Source: an optimization exercise on an open RTL-to-GDS flow (aim: small area and few clock cycles per item). Production flows keep margins and buffers that such runs may drop.
Function not checked in this run: the RTL went through the layout flow alone.

==> flow/design.v <==
package sha1_pkg;
    localparam int ROUNDS = 80;
    localparam logic [31:0] IV_H0 = 32'h67452301;
    localparam logic [31:0] IV_H1 = 32'hEFCDAB89;
    localparam logic [31:0] IV_H2 = 32'h98BADCFE;
    localparam logic [31:0] IV_H3 = 32'h10325476;
    localparam logic [31:0] IV_H4 = 32'hC3D2E1F0;
    localparam logic [159:0] SHA1_IV = {IV_H0, IV_H1, IV_H2, IV_H3, IV_H4};
    localparam logic [31:0] K_00_19 = 32'h5A827999;
    localparam logic [31:0] K_20_39 = 32'h6ED9EBA1;
    localparam logic [31:0] K_40_59 = 32'h8F1BBCDC;
    localparam logic [31:0] K_60_79 = 32'hCA62C1D6;
endpackage
import sha1_pkg::*;
module sha1_round
#(
    parameter bit HAS_X = 1'b0,
    parameter bit PRE   = 1'b0      
)
(
    input  logic [31:0] a_in,
    input  logic [31:0] b_in,
    input  logic [31:0] c_in,
    input  logic [31:0] d_in,
    input  logic [31:0] e_in,
    input  logic [31:0] w_in,
    input  logic [3:0]  sel,         
    input  logic [31:0] x_in,
    output logic [31:0] a_out,
    output logic [31:0] b_out,
    output logic [31:0] c_out,
    output logic [31:0] d_out,
    output logic [31:0] e_out
);
    logic [31:0] k;
    logic [31:0] f1, f0, f;
    logic [31:0] s1, c1, s2, c2, s3, c3;
    logic [31:0] ra;
    assign k = ({32{sel[0]}} & K_00_19) | ({32{sel[1]}} & K_20_39) |
               ({32{sel[2]}} & K_40_59) | ({32{sel[3]}} & K_60_79);
    assign f1 = sel[0] ? c_in : sel[2] ? (c_in | d_in) : ~(c_in ^ d_in);
    assign f0 = sel[0] ? d_in : sel[2] ? (c_in & d_in) : (c_in ^ d_in);
    assign f  = (b_in & f1) | (~b_in & f0);
    if (PRE) begin : g_pre
        assign s1 = e_in;
        assign c1 = 32'd0;
    end else begin : g_ewk
        assign s1 = e_in ^ w_in ^ k;
        assign c1 = ((e_in & w_in) | (e_in & k) | (w_in & k)) << 1;
    end
    if (HAS_X) begin : g_x
        assign s2 = s1 ^ c1 ^ x_in;
        assign c2 = ((s1 & c1) | (s1 & x_in) | (c1 & x_in)) << 1;
    end else begin : g_nox
        assign s2 = s1;
        assign c2 = c1;
    end
    if (PRE && !HAS_X) begin : g_f1
        assign s3 = s2;
        assign c3 = f;
    end else begin : g_f3
        assign s3 = s2 ^ c2 ^ f;
        assign c3 = ((s2 & c2) | (s2 & f) | (c2 & f)) << 1;
    end
    logic [31:0] hx, hy, ho;
    logic [31:0] hs, hc;
    logic [5:0][31:0] pg, pp;
    assign ra = {a_in[26:0], a_in[31:27]};
    assign hx = s3 ^ c3;
    assign hy = s3 & c3;
    assign ho = s3 | c3;
    assign hs = hx ^ ra;
    assign hc = {(ra[30:0] & ho[30:0]) | (~ra[30:0] & hy[30:0]), 1'b0};
    assign pg[0] = hs & hc;
    assign pp[0] = hs ^ hc;
    for (genvar l = 0; l < 5; l++) begin : g_lvl
        for (genvar i = 0; i < 32; i++) begin : g_bit
            if (((i >> l) & 1) == 1) begin : g_op
                localparam int BLK = ((i >> l) << l) - 1;
                assign pg[l+1][i] = pg[l][i] | (pp[l][i] & pg[l][BLK]);
                assign pp[l+1][i] = pp[l][i] & pp[l][BLK];
            end else begin : g_pass
                assign pg[l+1][i] = pg[l][i];
                assign pp[l+1][i] = pp[l][i];
            end
        end
    end
    assign a_out = pp[0] ^ {pg[5][30:0], 1'b0};
    assign b_out = a_in;
    assign c_out = {b_in[1:0], b_in[31:2]};
    assign d_out = c_in;
    assign e_out = d_in;
endmodule
import sha1_pkg::*;
module sha1_core_mb
#(
    parameter int UNROLL = 3
)
(
    input  logic         CLK,
    input  logic         nRST,
    input  logic         START,
    input  logic         FIRST,
    input  logic [511:0] SHA1IN,
    output logic         BUSY,
    output logic         DONE,
    output logic [159:0] SHA1OUT
);
    function automatic logic [31:0] rotl(input logic [31:0] x, input int n);
        rotl = (x << n) | (x >> (32 - n));
    endfunction
    localparam int LASTN = ROUNDS - UNROLL * ((ROUNDS - 1) / UNROLL);
    localparam int LASTT = ROUNDS - LASTN;
    logic          busy_q, done_q, first_q, last_q;
    logic [6:0]    t_q, t_d;    
    logic [UNROLL-1:0][3:0] sel_q, sel_d;
    logic [31:0]   a_q, b_q, c_q, d_q;
    logic [31:0]   x_q, x_e, x_w, x_k;   
    logic [15:0][31:0] w_q;
    logic [15:0][31:0] shift_w;
    logic [159:0]  out_q;
    logic [159:0]  chain;
    logic [159:0]  init;
    genvar gi;
    for (gi = 0; gi < 16 + UNROLL; gi++) begin : g_ext
        logic [31:0] w;
        if (gi < 16) begin : g_stored
            assign w = w_q[gi];
        end else begin : g_expand
            assign w = rotl(g_ext[gi-3].w ^ g_ext[gi-8].w ^ g_ext[gi-14].w ^ g_ext[gi-16].w, 1);
        end
    end
    for (gi = 0; gi < 16; gi++) begin : g_shift
        assign shift_w[gi] = g_ext[gi+UNROLL].w;
    end
    assign t_d = busy_q ? t_q + 7'(UNROLL) : 7'd0;
    for (gi = 0; gi < UNROLL; gi++) begin : g_sel
        logic [6:0] tt;
        assign tt = t_d + 7'(gi);
        assign sel_d[gi] = {tt >= 7'd60, tt >= 7'd40 && tt < 7'd60,
                            tt >= 7'd20 && tt < 7'd40, tt < 7'd20};
    end
    assign chain = first_q ? SHA1_IV : out_q;
    assign init  = FIRST ? SHA1_IV : out_q;
    for (gi = 0; gi < UNROLL; gi++) begin : g_rnd
        logic [31:0] a_i, b_i, c_i, d_i, e_i;
        logic [31:0] a_o, b_o, c_o, d_o, e_o;
        logic [31:0] x;
        if (gi == 0) begin : g_head
            assign a_i = a_q;
            assign b_i = b_q;
            assign c_i = c_q;
            assign d_i = d_q;
            assign e_i = x_q;
        end else begin : g_link
            assign a_i = g_rnd[gi-1].a_o;
            assign b_i = g_rnd[gi-1].b_o;
            assign c_i = g_rnd[gi-1].c_o;
            assign d_i = g_rnd[gi-1].d_o;
            assign e_i = g_rnd[gi-1].e_o;
        end
        assign x = (gi == LASTN - 1 && last_q) ? chain[159:128] : 32'd0;
        sha1_round #(
            .HAS_X (gi == LASTN - 1),
            .PRE   (gi == 0)
        ) u_round (
            .a_in  (a_i),
            .b_in  (b_i),
            .c_in  (c_i),
            .d_in  (d_i),
            .e_in  (e_i),
            .w_in  (g_ext[gi].w),
            .sel   (sel_q[gi]),
            .x_in  (x),
            .a_out (a_o),
            .b_out (b_o),
            .c_out (c_o),
            .d_out (d_o),
            .e_out (e_o)
        );
    end
    assign x_e = busy_q ? g_rnd[UNROLL-1].e_o : init[31:0];
    assign x_w = busy_q ? g_ext[UNROLL].w : SHA1IN[511:480];
    assign x_k = ({32{sel_d[0][0]}} & K_00_19) | ({32{sel_d[0][1]}} & K_20_39) |
                 ({32{sel_d[0][2]}} & K_40_59) | ({32{sel_d[0][3]}} & K_60_79);
    always_ff @(posedge CLK or negedge nRST) begin
        if (!nRST) begin
            busy_q  <= 1'b0;
            done_q  <= 1'b0;
            last_q  <= 1'b0;
            t_q     <= '0;
            sel_q   <= '0;
            out_q   <= '0;
        end else begin
            done_q <= busy_q && last_q;
            busy_q <= busy_q ? !last_q : START;
            last_q <= busy_q && (t_d == 7'(LASTT));
            t_q    <= t_d;
            sel_q  <= sel_d;
            if (busy_q && last_q) begin
                out_q <= {g_rnd[LASTN-1].a_o,
                          chain[127:96] + g_rnd[LASTN-1].b_o,
                          chain[95:64]  + g_rnd[LASTN-1].c_o,
                          chain[63:32]  + g_rnd[LASTN-1].d_o,
                          chain[31:0]   + g_rnd[LASTN-1].e_o};
            end
        end
    end
    always_ff @(posedge CLK) begin
        if (busy_q) begin
            a_q <= g_rnd[UNROLL-1].a_o;
            b_q <= g_rnd[UNROLL-1].b_o;
            c_q <= g_rnd[UNROLL-1].c_o;
            d_q <= g_rnd[UNROLL-1].d_o;
            x_q <= x_e + x_w + x_k;
            w_q <= shift_w;
        end else begin
            a_q <= init[159:128];
            b_q <= init[127:96];
            c_q <= init[95:64];
            d_q <= init[63:32];
            x_q <= x_e + x_w + x_k;
            first_q <= FIRST;
            for (int j = 0; j < 16; j++) begin
                w_q[j] <= SHA1IN[511 - 32*j -: 32];
            end
        end
    end
    assign BUSY    = busy_q;
    assign DONE    = done_q;
    assign SHA1OUT = out_q;
endmodule
==> flow/run.sh <==
#!/bin/bash
# synth_recipe.tcl (not shown) runs the flow's synth.tcl, then flattens the netlist and writes it again
# the make line also repeats each setting of config.mk as NAME=value (left out here)
make -C /OpenROAD-flow-scripts/flow DESIGN_CONFIG=/design/flow/config.mk WORK_HOME=/design/flow/orfs CLKGATE_MAP_FILE= SYNTH_SCRIPT=/design/flow/synth_recipe.tcl finish
==> flow/config.mk <==
export PLATFORM = sky130hd
export DESIGN_NAME = sha1_core_mb
export DESIGN_NICKNAME = sha1_core_mb
export VERILOG_FILES = /design/flow/design.v
export SDC_FILE = /design/flow/constraint.sdc
export NUM_CORES = 4
export LEC_CHECK = 0
export CAP_MARGIN = 20
export CORE_MARGIN = 2
export CORE_UTILIZATION = 40
export SLEW_MARGIN = 20
==> flow/constraint.sdc <==
create_clock -name core_clock -period 8.5 [get_ports {CLK}]
set_input_delay 1.7000 -clock core_clock [delete_from_list [all_inputs] [get_ports {CLK}]]
set_output_delay 1.7000 -clock core_clock [all_outputs]
set_load 0.01 [all_outputs]
==> key figures <==
Run status
  – Status: failed layout checks
  – Violated Checks: negative setup slack

Routing
  – Met3 WL: roughly 21 mm
  – Met2 wire len: 113 mm
  – Met1 WL: between 100 and 150 mm
  – Max layer used: met5
  – WL/cell: around 26 um
  – Routed vias/inst: ~5.3
  – DRC Markers: 0
  – DRT Pass-1 Iters: 8
  – Routed via count: roughly 50,000
  – Post-Route WL: 247 mm
  – Iter 0 DRT Violations: about 4,100
  – Antenna Nets Post-Route: 0

STA
  – F_max: approximately 110 MHz
  – Min Tclk post-route: 9.26 ns
  – Fin. max-slew vios: 0
  – Final Hold Viols: 0
  – Final Cycle Share: 109%
  – Setup ws final: -0.759 ns
  – Slew @ Worst Pin: roughly 1.1 ns
  – Clock skew: between 0.06 and 0.07 ns
  – # setup viols final: 17
  – Max_slew headroom: between 20% and 30%
  – RSZ-0062 raised after global routing: yes

Clock tree
  – TritonCTS clock tree: yes
  – Post-CTS Hold Buffers: 0
  – CTS Root Cell: clkbuf_16
  – Clk buf depth: 3
  – H-tree depth: 3
  – Clk slew on worst S/H paths: about 0.07 ns
  – Num CTS Buffers: 100
  – Clk sinks: between 800 and 900
  – Worst-skew pair later-pin latency: 0.77 ns

Synthesis
  – Synth Flop Type: dfxtp_1
  – Netlist Area Pre-Place: 58,800 um^2
  – Avg Cell Area, Syn: 9.40 um^2
  – YS warnings: 1
  – Sequential-to-total area share from yosys stat: a little under a third
  – Synth Register Bits: roughly 850
  – Mapped Cells: approximately 6,300
  – Netlist cell types: 80
  – Post-synth ARST share: 21.1%
  – Post-synth EDFFs: 1

Final layout
  – Nets@finish: between 8,000 and 9,000
  – Post-Route Utilization: about 53%
  – Layout cells sized above 1: between 20% and 30%
  – Layout area overhead: 30.6%
  – Fillers: 13,501
  – Non-Filler Instances: about 9,500
  – Design area: roughly 77,000 um^2

Placement
  – PortBufs: 677
  – Placed cell area: ~72,000 um^2
  – Dpl ws: -1.07 ns
  – Final HPWL DP: approximately 200 mm
  – Routability Congestion: between 1 and 1.5
  – Post-Place Cells: slightly above 9,000

Hold path
  – Hold Crit Endpoint: w_q[129]
  – Hold Crit Depth: 1
  – Hold path startpoint: w_q[225]
  – Type of the worst min-delay path: flop to flop

Critical path
  – Capturing point of the worst reg2reg path: a_q[26]
  – Crit path DAT: ~9.9 ns
  – Critical Path Max Stage Delay: a little under 0.4 ns
  – CP Capture Type: flop
  – CP Max Fanout: 4
  – Setup crit start kind: flop
  – Critical Path RT: 9.10 ns
  – Slowest stage cell, crit path: a211o_4
  – Reg-to-Reg Start: c_q[3]
  – Critical path type: flop to flop
  – R2r setup slk: -0.76 ns
  – Worst r2r path cells: between 40 and 50

GRT
  – All-Layer GR Usage: 32.0%
  – Gr ovfl total: 0
  – Initial antenna violation count: 32
  – First-pass GRT wire length: ~350 mm
  – Pin count of the biggest net entering global routing: between 150 and 200
  – Vias in the first global route: ~50,000

Floorplan
  – Row count: 140
  – I/O pin cnt: 678
  – Die width: slightly below 400 um
  – Placeable Area: ~150,000 um^2
  – Total die area: roughly 150,000 um^2
  – Die Ht: around 390 um
  – Starting density of the core: between 40% and 50%

Flow run
  – Total of max-cap violations: 0
==> worst max-delay path, delay by kind of cell (launching register included) <==
kind                     cells  cell delay [ns]
AO/OA/AOI/OAI               25             4.79
adder cells (fa/ha/maj)      5             1.33
XOR/XNOR                     5             1.03
AND/OR/NAND/NOR              7             0.90
buffers and inverters        4             0.41
flip-flops                   1             0.35
multiplexers                 1             0.25
==> layout by cell type, fill, tap and decap left out, types with 19 or more instances in the layout <==
master / count
clkbuf_16: 100
a21o_1: 72
o21bai_1: 27
a211oi_1: 50
mux2_2: 446
buf_4: 647
nand3_1: 33
o21a_1: 40
dfrtp_1: 174
buf_12: 19
nor2_1: 313
and2_1: 27
mux2i_1: 119
or3_1: 24
mux4_2: 38
nor2b_1: 86
inv_1: 600
o211ai_1: 36
a21oi_2: 23
nand2b_1: 26
o22ai_1: 35
a21oi_1: 388
ha_1: 619
nand2_1: 522
fa_1: 196
dfxtp_1: 661
o21ai_0: 374
clkbuf_8: 21
xor2_1: 169
nor3_1: 88
clkdlybuf4s50_1: 675
nor3b_1: 19
or2_2: 75
xnor2_1: 476
==> Yosys cell counts, types with 10 or more instances <==
master / instances / area share, %
and3_1: 18 / 0.19
clkbuf_1: 195 / 1.2
nor3b_1: 19 / 0.24
a21o_1: 72 / 0.92
o21bai_1: 29 / 0.37
or3_1: 24 / 0.26
xnor2_1: 487 / 7.3
o21ai_0: 388 / 3.3
nor2b_1: 86 / 0.92
a31oi_1: 16 / 0.17
or2_2: 75 / 0.80
a211oi_1: 58 / 0.74
xor2_1: 175 / 2.6
nor3_1: 90 / 0.77
inv_1: 607 / 3.9
fa_1: 197 / 6.7
nand3_1: 33 / 0.28
mux2i_1: 120 / 2.0
o211ai_1: 36 / 0.46
dfxtp_1: 672 / 23
o21a_1: 40 / 0.51
dfrtp_1: 180 / 7.7
mux2_2: 446 / 8.5
ha_1: 631 / 13
o31ai_1: 19 / 0.24
nand4_1: 18 / 0.19
a21oi_1: 410 / 3.5
nand2b_1: 26 / 0.28
o22ai_1: 35 / 0.37
mux4_2: 38 / 1.5
nand2_1: 524 / 3.3
nor2_1: 318 / 2.0
a211o_1: 10 / 0.15
buf_1: 20 / 0.13
and2_1: 29 / 0.31
==> stage by stage <==
step	hold WS, ns	TNS, ns
finish	0.437	-7.83
floorplan	0.433	-0.238
global route	0.450	-12.76
detailed placement	0.438	-11.89
CTS	0.436	-3.00
global placement	0.435	-9.87
==> worst max-delay path by stage <==
stage | from | endpoint | slack [ns] | cells after the start
2_1_floorplan | c_q[3] | a_q[31] | -0.19 | 45
3_3_place_gp | d_q[2] | a_q[28] | -0.99 | 47
3_5_place_dp | c_q[2] | a_q[28] | -1.07 | 47
4_1_cts | d_q[5] | a_q[31] | -0.50 | 46
5_1_grt | c_q[3] | a_q[31] | -1.05 | 45
6_report | c_q[3] | a_q[26] | -0.76 | 47
==> metal layers <==
| metal | vias to the layer above | global-route usage, % |
|---|---|---|
| li1 | 23535 | - |
| met1 | 24546 | 40.9 |
| met2 | 1938 | 52.1 |
| met3 | 424 | 8.01 |
| met4 | 38 | 12.1 |
| met5 | - | 0 |
==> flip-flops by register name (all words and copies together), names as in the netlist <==
name and cells:
w_q 512, out_q 160, a_q 32, b_q 32
c_q 32, d_q 32, x_q 32, sel_q 10
t_q 7, busy_q 1, done_q 1, first_q 1
last_q 1
==> area by class of cell <==
type	count	area, um^2	area share, %
Clock buffer	132	2820	3.68
Tap cell	1917	2400	3.13
Inverter	612	2300	3.00
Clock inverter	55	841	1.10
Sequential cell	853	18000	23.5
Timing Repair Buffer	1349	12100	15.7
Antenna cell	12	30.0	0.0391
Multi-Input combinational cell	4574	38200	49.8
==> cells by family after synthesis <==
| kind of cell | Yosys count | share of synthesized area, % |
|---|---|---|
| and+or+nand+nor | 1286 | 9.99 |
| AOI/OAI and AO/OA | 1187 | 11.9 |
| DFF | 853 | 30.6 |
| adders and majority gates | 828 | 20.1 |
| buffers and inverters | 827 | 5.28 |
| xor gates and xnor gates | 666 | 10.0 |
| muxes | 604 | 12.0 |
| other | 1 | 0.00638 |
==> timing repair <==
| item | 4_1_cts | 5_1_grt |
|---|---|---|
| buffers inserted | 27 | 14 |
| pin swaps | 30 | 43 |
| endpoints found under the setup margin | 23 | 24 |
| resized for setup | 49 | 64 |

==> re-timing with driven ports <==
How much do the figures lean on ideal ports? The routed layout below was timed once more, with nothing changed but the port constraints. Step 1, drivers: a clkbuf_16 drives CLK and a buf_2 each remaining input, both assumed. Step 2 times the ports against the registers' clock, not the clock port: input delays grow and output delays shrink by t, the midpoint of the rising clock arrivals with the driver on. Three values: ideal ports, drivers, drivers and shift; two values: the first two.
shift t [ns]: 0.824
slack for setup (ns): -0.759 / -0.759 / -0.759
hold slack, ns: 0.437 / 0.437 / 0.437
latest minus earliest clock arrival (ns): 0.066 / 0.067
worst register clock-pin slew, ns: 0.07 / 0.07
The setup slack of this run moves by 0.000 ns with the drivers and by 0.000 ns with both steps.
